What follows belongs to an exercise in optimizing a design on an open flow for small area, a short achievable clock period and few clock cycles per item; a production flow would make more cautious choices.
Function was checked by simulation only, so behaviour that the tests miss may differ from the original.
No driver is modelled on the clock port, so clock power and skew are understated where the tree is cut down; a real chip needs a root buffer or a tree.
Power is estimated from default activity; no workload was simulated.

==> inputs of v24 <==
==> flow/design.v <==
package tdes_pkg;
	localparam int HALF_W  = 64;
	localparam int BLOCK_W = 2 * HALF_W;
	localparam int LANE_W  = 16;
	typedef logic [HALF_W-1:0]  half_t;
	typedef logic [BLOCK_W-1:0] block_t;
	typedef logic [HALF_W-1:0]  key_t;
	typedef logic [LANE_W-1:0]  lane_t;
	localparam int ROUNDS_PER_STAGE = 16;
	localparam int NUM_STAGES       = 3;
	localparam int TOTAL_ROUNDS = NUM_STAGES * ROUNDS_PER_STAGE;
endpackage
package tdes_ctrl_pkg;
	typedef logic hold_t;
endpackage
`timescale 1ns/1ps
module tdes_sequencer (
	input  logic clk,
	input  logic rst,
	input  logic start,
	output logic load,
	output logic ready,
	output logic done
);
	always_ff @(posedge clk) begin
		if (rst) begin
			done <= 1'b0;
		end else if (start) begin
			done <= 1'b1;
		end
	end
	assign ready = 1'b1;
	assign load  = start;
endmodule
`timescale 1ns/1ps
module tdes_key_schedule (
	input  tdes_pkg::key_t ek,
	output tdes_pkg::key_t k_last
);
	assign k_last = ek;
endmodule
`timescale 1ns/1ps
module tdes_feistel_round (
	input  tdes_pkg::block_t ct,
	input  tdes_pkg::key_t   ek1,
	input  tdes_pkg::key_t   ek2,
	input  tdes_pkg::key_t   ek3,
	output tdes_pkg::block_t pt
);
	tdes_pkg::half_t l;
	tdes_pkg::half_t r;
	tdes_pkg::half_t lr;
	tdes_pkg::half_t k12;
	tdes_pkg::half_t k123;
	tdes_pkg::half_t t;
	assign l = ct[tdes_pkg::BLOCK_W-1 -: tdes_pkg::HALF_W];
	assign r = ct[tdes_pkg::HALF_W-1:0];
	tdes_xor2 x0 (.a(l),   .b(r),    .y(lr));
	tdes_xor2 x1 (.a(ek1), .b(ek2),  .y(k12));
	tdes_xor2 x2 (.a(k12), .b(ek3),  .y(k123));
	tdes_xor2 x3 (.a(lr),  .b(k123), .y(t));
	assign pt = {t, l};
endmodule
module tdes_xor2 (
	input  tdes_pkg::half_t a,
	input  tdes_pkg::half_t b,
	output tdes_pkg::half_t y
);
	assign y = a ^ b;
endmodule
`timescale 1ns/1ps
module tdes_result_capture (
	input  logic             clk,
	input  logic             load,
	input  tdes_pkg::block_t pt_in,
	input  tdes_pkg::key_t   k1_in,
	input  tdes_pkg::key_t   k2_in,
	input  tdes_pkg::key_t   k3_in,
	output tdes_pkg::block_t pt,
	output tdes_pkg::key_t   k1,
	output tdes_pkg::key_t   k2,
	output tdes_pkg::key_t   k3
);
	always_ff @(posedge clk) begin
		if (load) begin
			pt <= pt_in;
			k1 <= k1_in;
			k2 <= k2_in;
			k3 <= k3_in;
		end
	end
endmodule
`timescale 1ns/1ps
module tdes_dec (
	input  logic             clk,
	input  logic             rst,
	input  logic             start,
	input  tdes_pkg::key_t   ek1,
	input  tdes_pkg::key_t   ek2,
	input  tdes_pkg::key_t   ek3,
	input  tdes_pkg::block_t ct,
	output logic             ready,
	output logic             done,
	output tdes_pkg::block_t pt,
	output tdes_pkg::key_t   k1,
	output tdes_pkg::key_t   k2,
	output tdes_pkg::key_t   k3
);
	logic             load;
	tdes_pkg::block_t pt_c;
	tdes_pkg::key_t   k1_c;
	tdes_pkg::key_t   k2_c;
	tdes_pkg::key_t   k3_c;
	tdes_sequencer seq0 (
		.clk   (clk),
		.rst   (rst),
		.start (start),
		.load  (load),
		.ready (ready),
		.done  (done)
	);
	tdes_feistel_round round0 (
		.ct  (ct),
		.ek1 (ek1),
		.ek2 (ek2),
		.ek3 (ek3),
		.pt  (pt_c)
	);
	tdes_key_schedule ks1 (.ek(ek1), .k_last(k1_c));
	tdes_key_schedule ks2 (.ek(ek2), .k_last(k2_c));
	tdes_key_schedule ks3 (.ek(ek3), .k_last(k3_c));
	tdes_result_capture cap0 (
		.clk   (clk),
		.load  (load),
		.pt_in (pt_c),
		.k1_in (k1_c),
		.k2_in (k2_c),
		.k3_in (k3_c),
		.pt    (pt),
		.k1    (k1),
		.k2    (k2),
		.k3    (k3)
	);
endmodule
==> flow/flow/run.sh <==
#!/bin/bash
# Standard layout, except:
#  - plain buffers on the ports instead of delay cells,
#  - pins one track apart so that the die can be small, and each bit's
#    inputs and outputs side by side (flow/pre_io.tcl),
#  - a two-level clock tree (flow/manual_cts.tcl) instead of TritonCTS's
#    three-level one,
#  - the buffers that ABC puts on the outputs of each kept module removed.
cp standard.sh standard_sh.txt
export BUFFER_PORTS_ARGS="-buffer_cell sky130_fd_sc_hd__buf_1"
export PLACE_PINS_ARGS="-min_distance 1 -min_distance_in_tracks"
export FLOW_FLOW_DIR=$PWD/flow
export PRE_IO_PLACEMENT_TCL=$PWD/flow/pre_io.tcl
export REMOVE_ABC_BUFFERS=1
export PRE_CTS_TCL=$PWD/flow/pre_cts.tcl
export FLOW_CTS_LEAVES=16
export FLOW_CTS_ROOTS=4
export FLOW_CTS_LEAF_BUF=sky130_fd_sc_hd__clkbuf_16
export FLOW_CTS_ROOT_BUF=sky130_fd_sc_hd__clkbuf_16
bash standard.sh > standard.log 2>&1
==> flow/flow/manual_cts.tcl <==
# Two-level clock tree: one root clkbuf at the middle of the leaves, and one
# clkbuf per cluster of flip-flops (k-means on their placed locations).
proc my_manual_cts {nclusters nroots} {
  set block [ord::get_db_block]
  set clk_net [$block findNet clk]
  set pins {}
  set xs {}
  set ys {}
  foreach pin [get_pins -of_objects [get_nets clk] -filter "direction==input"] {
    set inst [[sta::sta_to_db_pin $pin] getInst]
    set bb [$inst getBBox]
    lappend pins $pin
    lappend xs [expr {([$bb xMin] + [$bb xMax]) / 2.0}]
    lappend ys [expr {([$bb yMin] + [$bb yMax]) / 2.0}]
  }
  set n [llength $pins]
  # k-means, seeded with points spread through the list sorted by x then y
  set order [lsort -integer -command [list apply {{xs ys a b} {
      set ka [expr {int([lindex $xs $a] / 20000) * 1000000 + [lindex $ys $a]}]
      set kb [expr {int([lindex $xs $b] / 20000) * 1000000 + [lindex $ys $b]}]
      expr {$ka < $kb ? -1 : ($ka > $kb ? 1 : 0)} } } $xs $ys] [lsearch -all [lrepeat $n x] x]]
  set cx {}
  set cy {}
  for {set k 0} {$k < $nclusters} {incr k} {
    set i [lindex $order [expr {int(($k + 0.5) * $n / $nclusters)}]]
    lappend cx [lindex $xs $i]
    lappend cy [lindex $ys $i]
  }
  set cap [expr {int(ceil(1.15 * $n / $nclusters))}]
  for {set iter 0} {$iter < 30} {incr iter} {
    # assign with a size cap: points in order of distance to their best centre
    set cand {}
    for {set i 0} {$i < $n} {incr i} {
      set best 1e30
      for {set k 0} {$k < $nclusters} {incr k} {
        set d [expr {abs([lindex $xs $i] - [lindex $cx $k]) + abs([lindex $ys $i] - [lindex $cy $k])}]
        if {$d < $best} { set best $d }
      }
      lappend cand [list $i $best]
    }
    set cnt [lrepeat $nclusters 0]
    set asg [lrepeat $n -1]
    foreach c [lsort -real -index 1 $cand] {
      set i [lindex $c 0]
      set bestk -1
      set best 1e30
      for {set k 0} {$k < $nclusters} {incr k} {
        if {[lindex $cnt $k] >= $cap} continue
        set d [expr {abs([lindex $xs $i] - [lindex $cx $k]) + abs([lindex $ys $i] - [lindex $cy $k])}]
        if {$d < $best} { set best $d; set bestk $k }
      }
      lset asg $i $bestk
      lset cnt $bestk [expr {[lindex $cnt $bestk] + 1}]
    }
    set sx [lrepeat $nclusters 0.0]
    set sy [lrepeat $nclusters 0.0]
    for {set i 0} {$i < $n} {incr i} {
      set k [lindex $asg $i]
      lset sx $k [expr {[lindex $sx $k] + [lindex $xs $i]}]
      lset sy $k [expr {[lindex $sy $k] + [lindex $ys $i]}]
    }
    for {set k 0} {$k < $nclusters} {incr k} {
      if {[lindex $cnt $k] > 0} {
        lset cx $k [expr {[lindex $sx $k] / [lindex $cnt $k]}]
        lset cy $k [expr {[lindex $sy $k] / [lindex $cnt $k]}]
      }
    }
  }
  set dbu [$block getDbUnitsPerMicron]
  set leaf_inputs {}
  set rx 0.0
  set ry 0.0
  set used 0
  for {set k 0} {$k < $nclusters} {incr k} {
    set lp {}
    for {set i 0} {$i < $n} {incr i} {
      if {[lindex $asg $i] == $k} { lappend lp [lindex $pins $i] }
    }
    if {[llength $lp] == 0} continue
    set x [expr {[lindex $cx $k] / $dbu}]
    set y [expr {[lindex $cy $k] / $dbu}]
    insert_buffer -buffer_cell $::env(FLOW_CTS_LEAF_BUF) -net clk -load_pins $lp \
      -location [list $x $y] -buffer_name clkleaf_${k}_ -net_name clknet_leaf_$k
    lappend leaf_inputs clkleaf_$k/A
    set rx [expr {$rx + $x}]
    set ry [expr {$ry + $y}]
    incr used
  }
  # leaves into nroots groups by angle around their centre, one root per group
  set rx [expr {$rx / $used}]
  set ry [expr {$ry / $used}]
  set leaves {}
  foreach inst [$block getInsts] {
    if {[string match clkleaf_* [$inst getName]]} {
      set bb [$inst getBBox]
      set x [expr {([$bb xMin] + [$bb xMax]) / 2.0 / $dbu}]
      set y [expr {([$bb yMin] + [$bb yMax]) / 2.0 / $dbu}]
      lappend leaves [list [$inst getName] $x $y [expr {atan2($y - $ry, $x - $rx)}]]
    }
  }
  set leaves [lsort -real -index 3 $leaves]
  set nl [llength $leaves]
  # rotate the start so that groups are compact: start at the largest angular gap
  set bestgap -1
  set start 0
  for {set i 0} {$i < $nl} {incr i} {
    set a [lindex $leaves $i 3]
    set b [lindex $leaves [expr {($i + 1) % $nl}] 3]
    set gap [expr {$b - $a}]
    if {$gap < 0} { set gap [expr {$gap + 6.283185307}] }
    if {$gap > $bestgap} { set bestgap $gap; set start [expr {($i + 1) % $nl}] }
  }
  set leaves [concat [lrange $leaves $start end] [lrange $leaves 0 [expr {$start - 1}]]]
  for {set g 0} {$g < $nroots} {incr g} {
    set lo [expr {int($g * $nl / $nroots)}]
    set hi [expr {int(($g + 1) * $nl / $nroots) - 1}]
    set grp [lrange $leaves $lo $hi]
    set gx 0.0
    set gy 0.0
    set lp {}
    foreach l $grp {
      set gx [expr {$gx + [lindex $l 1]}]
      set gy [expr {$gy + [lindex $l 2]}]
      lappend lp [get_pins [lindex $l 0]/A]
    }
    set gx [expr {$gx / [llength $grp]}]
    set gy [expr {$gy / [llength $grp]}]
    insert_buffer -buffer_cell $::env(FLOW_CTS_ROOT_BUF) -net clk -load_pins $lp \
      -location [list $gx $gy] -buffer_name clkroot_${g}_ -net_name clknet_root_$g
  }
  foreach net [$block getNets] {
    set nm [$net getName]
    if {$nm eq "clk" || [string match clknet_* $nm]} { $net setSigType CLOCK }
  }
  foreach inst [$block getInsts] {
    if {[string match clkleaf_* [$inst getName]] || [string match clkroot* [$inst getName]]} {
      $inst setSourceType TIMING
    }
  }
  foreach inst [$block getInsts] { if {[string match clk* [$inst getName]]} { puts "clock cell [$inst getName] [[$inst getMaster] getName]" } }
  puts "manual CTS: $n sinks, $used leaves, root at $rx $ry, counts $cnt"
}
==> flow/flow/pre_cts.tcl <==
# Replaces TritonCTS with a two-level tree built by manual_cts.tcl: the clock
# port drives four root buffers, each of which drives leaf buffers near the
# centres of clusters of flip-flops.
source $::env(FLOW_FLOW_DIR)/manual_cts.tcl
my_manual_cts $::env(FLOW_CTS_LEAVES) $::env(FLOW_CTS_ROOTS)
proc clock_tree_synthesis {args} {
  puts "clock tree already built by manual_cts.tcl"
}
==> flow/flow/pre_io.tcl <==
# Keep each bit's pins together: the pins of bit i of every input and output
# form one group, with each output next to the input it comes from.
for {set i 0} {$i < 64} {incr i} {
  set h [expr {$i + 64}]
  set_io_pin_constraint -group -order -pin_names [list \
    "ek1\[$i\]" "k1\[$i\]" "ek2\[$i\]" "k2\[$i\]" "ct\[$i\]" "pt\[$h\]" \
    "ct\[$h\]" "pt\[$i\]" "ek3\[$i\]" "k3\[$i\]"]
}
==> flow/standard.sh <==
#!/bin/bash
# synth_recipe.tcl (not shown) runs the flow's synth.tcl, then flattens the netlist and writes it again
# the make line also repeats each setting of config.mk as NAME=value (left out here)
make -C /OpenROAD-flow-scripts/flow DESIGN_CONFIG=/design/flow/config.mk WORK_HOME=/design/flow/orfs CLKGATE_MAP_FILE= SYNTH_SCRIPT=/design/flow/synth_recipe.tcl "${@:-finish}"
==> flow/config.mk <==
export PLATFORM = sky130hd
export DESIGN_NAME = tdes_dec
export DESIGN_NICKNAME = tdes_dec
export VERILOG_FILES = /design/flow/design.v
export SDC_FILE = /design/flow/constraint.sdc
export NUM_CORES = 4
export LEC_CHECK = 0
export CAP_MARGIN = 20
export CORE_AREA = 5 5 175 175
export DIE_AREA = 0 0 180 180
export SETUP_SLACK_MARGIN = 3.1
export SLEW_MARGIN = 20
export SYNTH_HIERARCHICAL = 1
export SYNTH_MINIMUM_KEEP_SIZE = 0
==> flow/constraint.sdc <==
create_clock -name core_clock -period 5.0 [get_ports {clk}]
set_input_delay 1.0000 -clock core_clock [delete_from_list [all_inputs] [get_ports {clk}]]
set_output_delay 1.0000 -clock core_clock [all_outputs]
set_load 0.01 [all_outputs]
==> v32: changes against v24 <==
--- a/flow/design.v
+++ b/flow/design.v
@@ -50,22 +50,7 @@
 	tdes_pkg::half_t l;
 	tdes_pkg::half_t r;
-	tdes_pkg::half_t lr;
-	tdes_pkg::half_t k12;
-	tdes_pkg::half_t k123;
-	tdes_pkg::half_t t;
-	assign l = ct[tdes_pkg::BLOCK_W-1 -: tdes_pkg::HALF_W];
-	assign r = ct[tdes_pkg::HALF_W-1:0];
-	tdes_xor2 x0 (.a(l),   .b(r),    .y(lr));
-	tdes_xor2 x1 (.a(ek1), .b(ek2),  .y(k12));
-	tdes_xor2 x2 (.a(k12), .b(ek3),  .y(k123));
-	tdes_xor2 x3 (.a(lr),  .b(k123), .y(t));
-	assign pt = {t, l};
-endmodule
-module tdes_xor2 (
-	input  tdes_pkg::half_t a,
-	input  tdes_pkg::half_t b,
-	output tdes_pkg::half_t y
-);
-	assign y = a ^ b;
+	assign l  = ct[tdes_pkg::BLOCK_W-1 -: tdes_pkg::HALF_W];
+	assign r  = ct[tdes_pkg::HALF_W-1:0];
+	assign pt = {l ^ r ^ ek1 ^ ek2 ^ ek3, l};
 endmodule
 `timescale 1ns/1ps
==> flow/flow/run.sh (replaced) <==
#!/bin/bash
# Standard layout, except:
#  - plain buffers on the ports instead of delay cells,
#  - pins one track apart so that the die can be small,
#  - a two-level clock tree (flow/manual_cts.tcl) instead of TritonCTS's
#    three-level one.
cp standard.sh standard_sh.txt
export BUFFER_PORTS_ARGS="-buffer_cell sky130_fd_sc_hd__buf_1"
export PLACE_PINS_ARGS="-min_distance 1 -min_distance_in_tracks"
export FLOW_FLOW_DIR=$PWD/flow
export PRE_CTS_TCL=$PWD/flow/pre_cts.tcl
export FLOW_CTS_LEAVES=16
export FLOW_CTS_ROOTS=4
export FLOW_CTS_LEAF_BUF=sky130_fd_sc_hd__clkbuf_16
export FLOW_CTS_ROOT_BUF=sky130_fd_sc_hd__clkbuf_16
bash standard.sh > standard.log 2>&1
Settings changed: SETUP_SLACK_MARGIN 3.1 to 3.3, SYNTH_HIERARCHICAL 1 to not set, SYNTH_MINIMUM_KEEP_SIZE 0 to not set.
removed: flow/flow/pre_io.tcl
==> v30: changes against v24 <==
--- a/flow/design.v
+++ b/flow/design.v
@@ -50,22 +50,7 @@
 	tdes_pkg::half_t l;
 	tdes_pkg::half_t r;
-	tdes_pkg::half_t lr;
-	tdes_pkg::half_t k12;
-	tdes_pkg::half_t k123;
-	tdes_pkg::half_t t;
-	assign l = ct[tdes_pkg::BLOCK_W-1 -: tdes_pkg::HALF_W];
-	assign r = ct[tdes_pkg::HALF_W-1:0];
-	tdes_xor2 x0 (.a(l),   .b(r),    .y(lr));
-	tdes_xor2 x1 (.a(ek1), .b(ek2),  .y(k12));
-	tdes_xor2 x2 (.a(k12), .b(ek3),  .y(k123));
-	tdes_xor2 x3 (.a(lr),  .b(k123), .y(t));
-	assign pt = {t, l};
-endmodule
-module tdes_xor2 (
-	input  tdes_pkg::half_t a,
-	input  tdes_pkg::half_t b,
-	output tdes_pkg::half_t y
-);
-	assign y = a ^ b;
+	assign l  = ct[tdes_pkg::BLOCK_W-1 -: tdes_pkg::HALF_W];
+	assign r  = ct[tdes_pkg::HALF_W-1:0];
+	assign pt = {l ^ r ^ ek1 ^ ek2 ^ ek3, l};
 endmodule
 `timescale 1ns/1ps
==> flow/flow/run.sh (replaced) <==
#!/bin/bash
# Standard layout, except:
#  - plain buffers on the ports instead of delay cells,
#  - pins one track apart so that the die can be small,
#  - a two-level clock tree (flow/manual_cts.tcl) instead of TritonCTS's
#    three-level one.
cp standard.sh standard_sh.txt
export BUFFER_PORTS_ARGS="-buffer_cell sky130_fd_sc_hd__buf_1"
export PLACE_PINS_ARGS="-min_distance 1 -min_distance_in_tracks"
export FLOW_FLOW_DIR=$PWD/flow
export PRE_CTS_TCL=$PWD/flow/pre_cts.tcl
export FLOW_CTS_LEAVES=16
export FLOW_CTS_ROOTS=4
export FLOW_CTS_LEAF_BUF=sky130_fd_sc_hd__clkbuf_16
export FLOW_CTS_ROOT_BUF=sky130_fd_sc_hd__clkbuf_16
bash standard.sh > standard.log 2>&1
Settings changed: SYNTH_HIERARCHICAL 1 to not set, SYNTH_MINIMUM_KEEP_SIZE 0 to not set.
removed: flow/flow/pre_io.tcl
==> comparison table <==
| item | v24 | v30 | v32 |
|---|---|---|---|
| Run status | finished clean | finished clean | finished clean |
| Reported clock group power | 1490 uW | 1470 uW | 1480 uW |
| Total placed instance area | 14,870 um2 | 15,160 um2 | 15,160 um2 |
| Final critical-path required period | 1.892 ns | 1.919 ns | 1.869 ns |
| Count of antenna diodes in the layout | 4 | 6 | 7 |
| FF-to-FF path depth | 1 | 2 | 3 |
| Synthesized-area fraction occupied by ao, oa, aoi and oai cells | 0.0007242 | 0 | 0 |
| Register area | 9629 um2 | 9629 um2 | 9630 um2 |
| Met2 wire len | 14.20 mm | 15.37 mm | 16.90 mm |
| Final standard cell count with taps included and fillers excluded | 1,640 | 1,578 | 1,617 |
| Area share of the leading cell type in the synthesized netlist | 0.6952 | 0.7870 | 0.7870 |
| Sequential share of cell area | 0.6212 | 0.6053 | 0.5618 |
| Final HPWL from detailed placement | 24.85 mm | 24.81 mm | 25.22 mm |
| Internal portion of total power | 4292 uW | 4404 uW | 4529 uW |
Testbench counts of v24, summed over its fixed seeds: cycles 192, items 192.
Testbench counts of v32, summed over its fixed seeds: cycles 192, items 192.
Testbench counts of v30, summed over its fixed seeds: cycles 192, items 192.
In every run of this note, the design's own scripts or RTL, not TritonCTS, make the clock network.

[re-timing with driven ports]
How much do the figures lean on ideal ports? The routed layouts below were timed once more, with nothing changed but the port constraints.
Step 1 (the two cells are an assumption about what drives the block):
set clk [get_ports {clk}]
set_driving_cell -lib_cell sky130_fd_sc_hd__clkbuf_16 $clk
set_driving_cell -lib_cell sky130_fd_sc_hd__buf_2 [delete_from_list [all_inputs] $clk]
Step 2 times the ports against the registers' clock, not the clock port: input delays grow and output delays shrink by t, the midpoint of the rising clock arrivals with the driver on.
Slacks: no drivers / after step 1 / after step 2; pairs: no drivers / after step 1.
run	t (ns)	slack for setup (ns)	hold WS [ns]	worst setup path after step 2	latest minus earliest clock arrival (ns)
v24	0.408	3.108 / 3.000 / 2.970	0.478 / 0.478 / 0.478	input to register	0.028 / 0.027
v32	0.401	3.131 / 3.032 / 2.892	0.610 / 0.610 / 0.610	input to register	0.034 / 0.034
v30	0.401	3.081 / 2.981 / 2.982	0.484 / 0.484 / 0.484	input to register	0.034 / 0.034
After both steps setup and hold are still met in every run listed. For v32, which loses most, drivers alone change the setup slack by -0.099 ns; drivers and shift together by -0.239 ns.
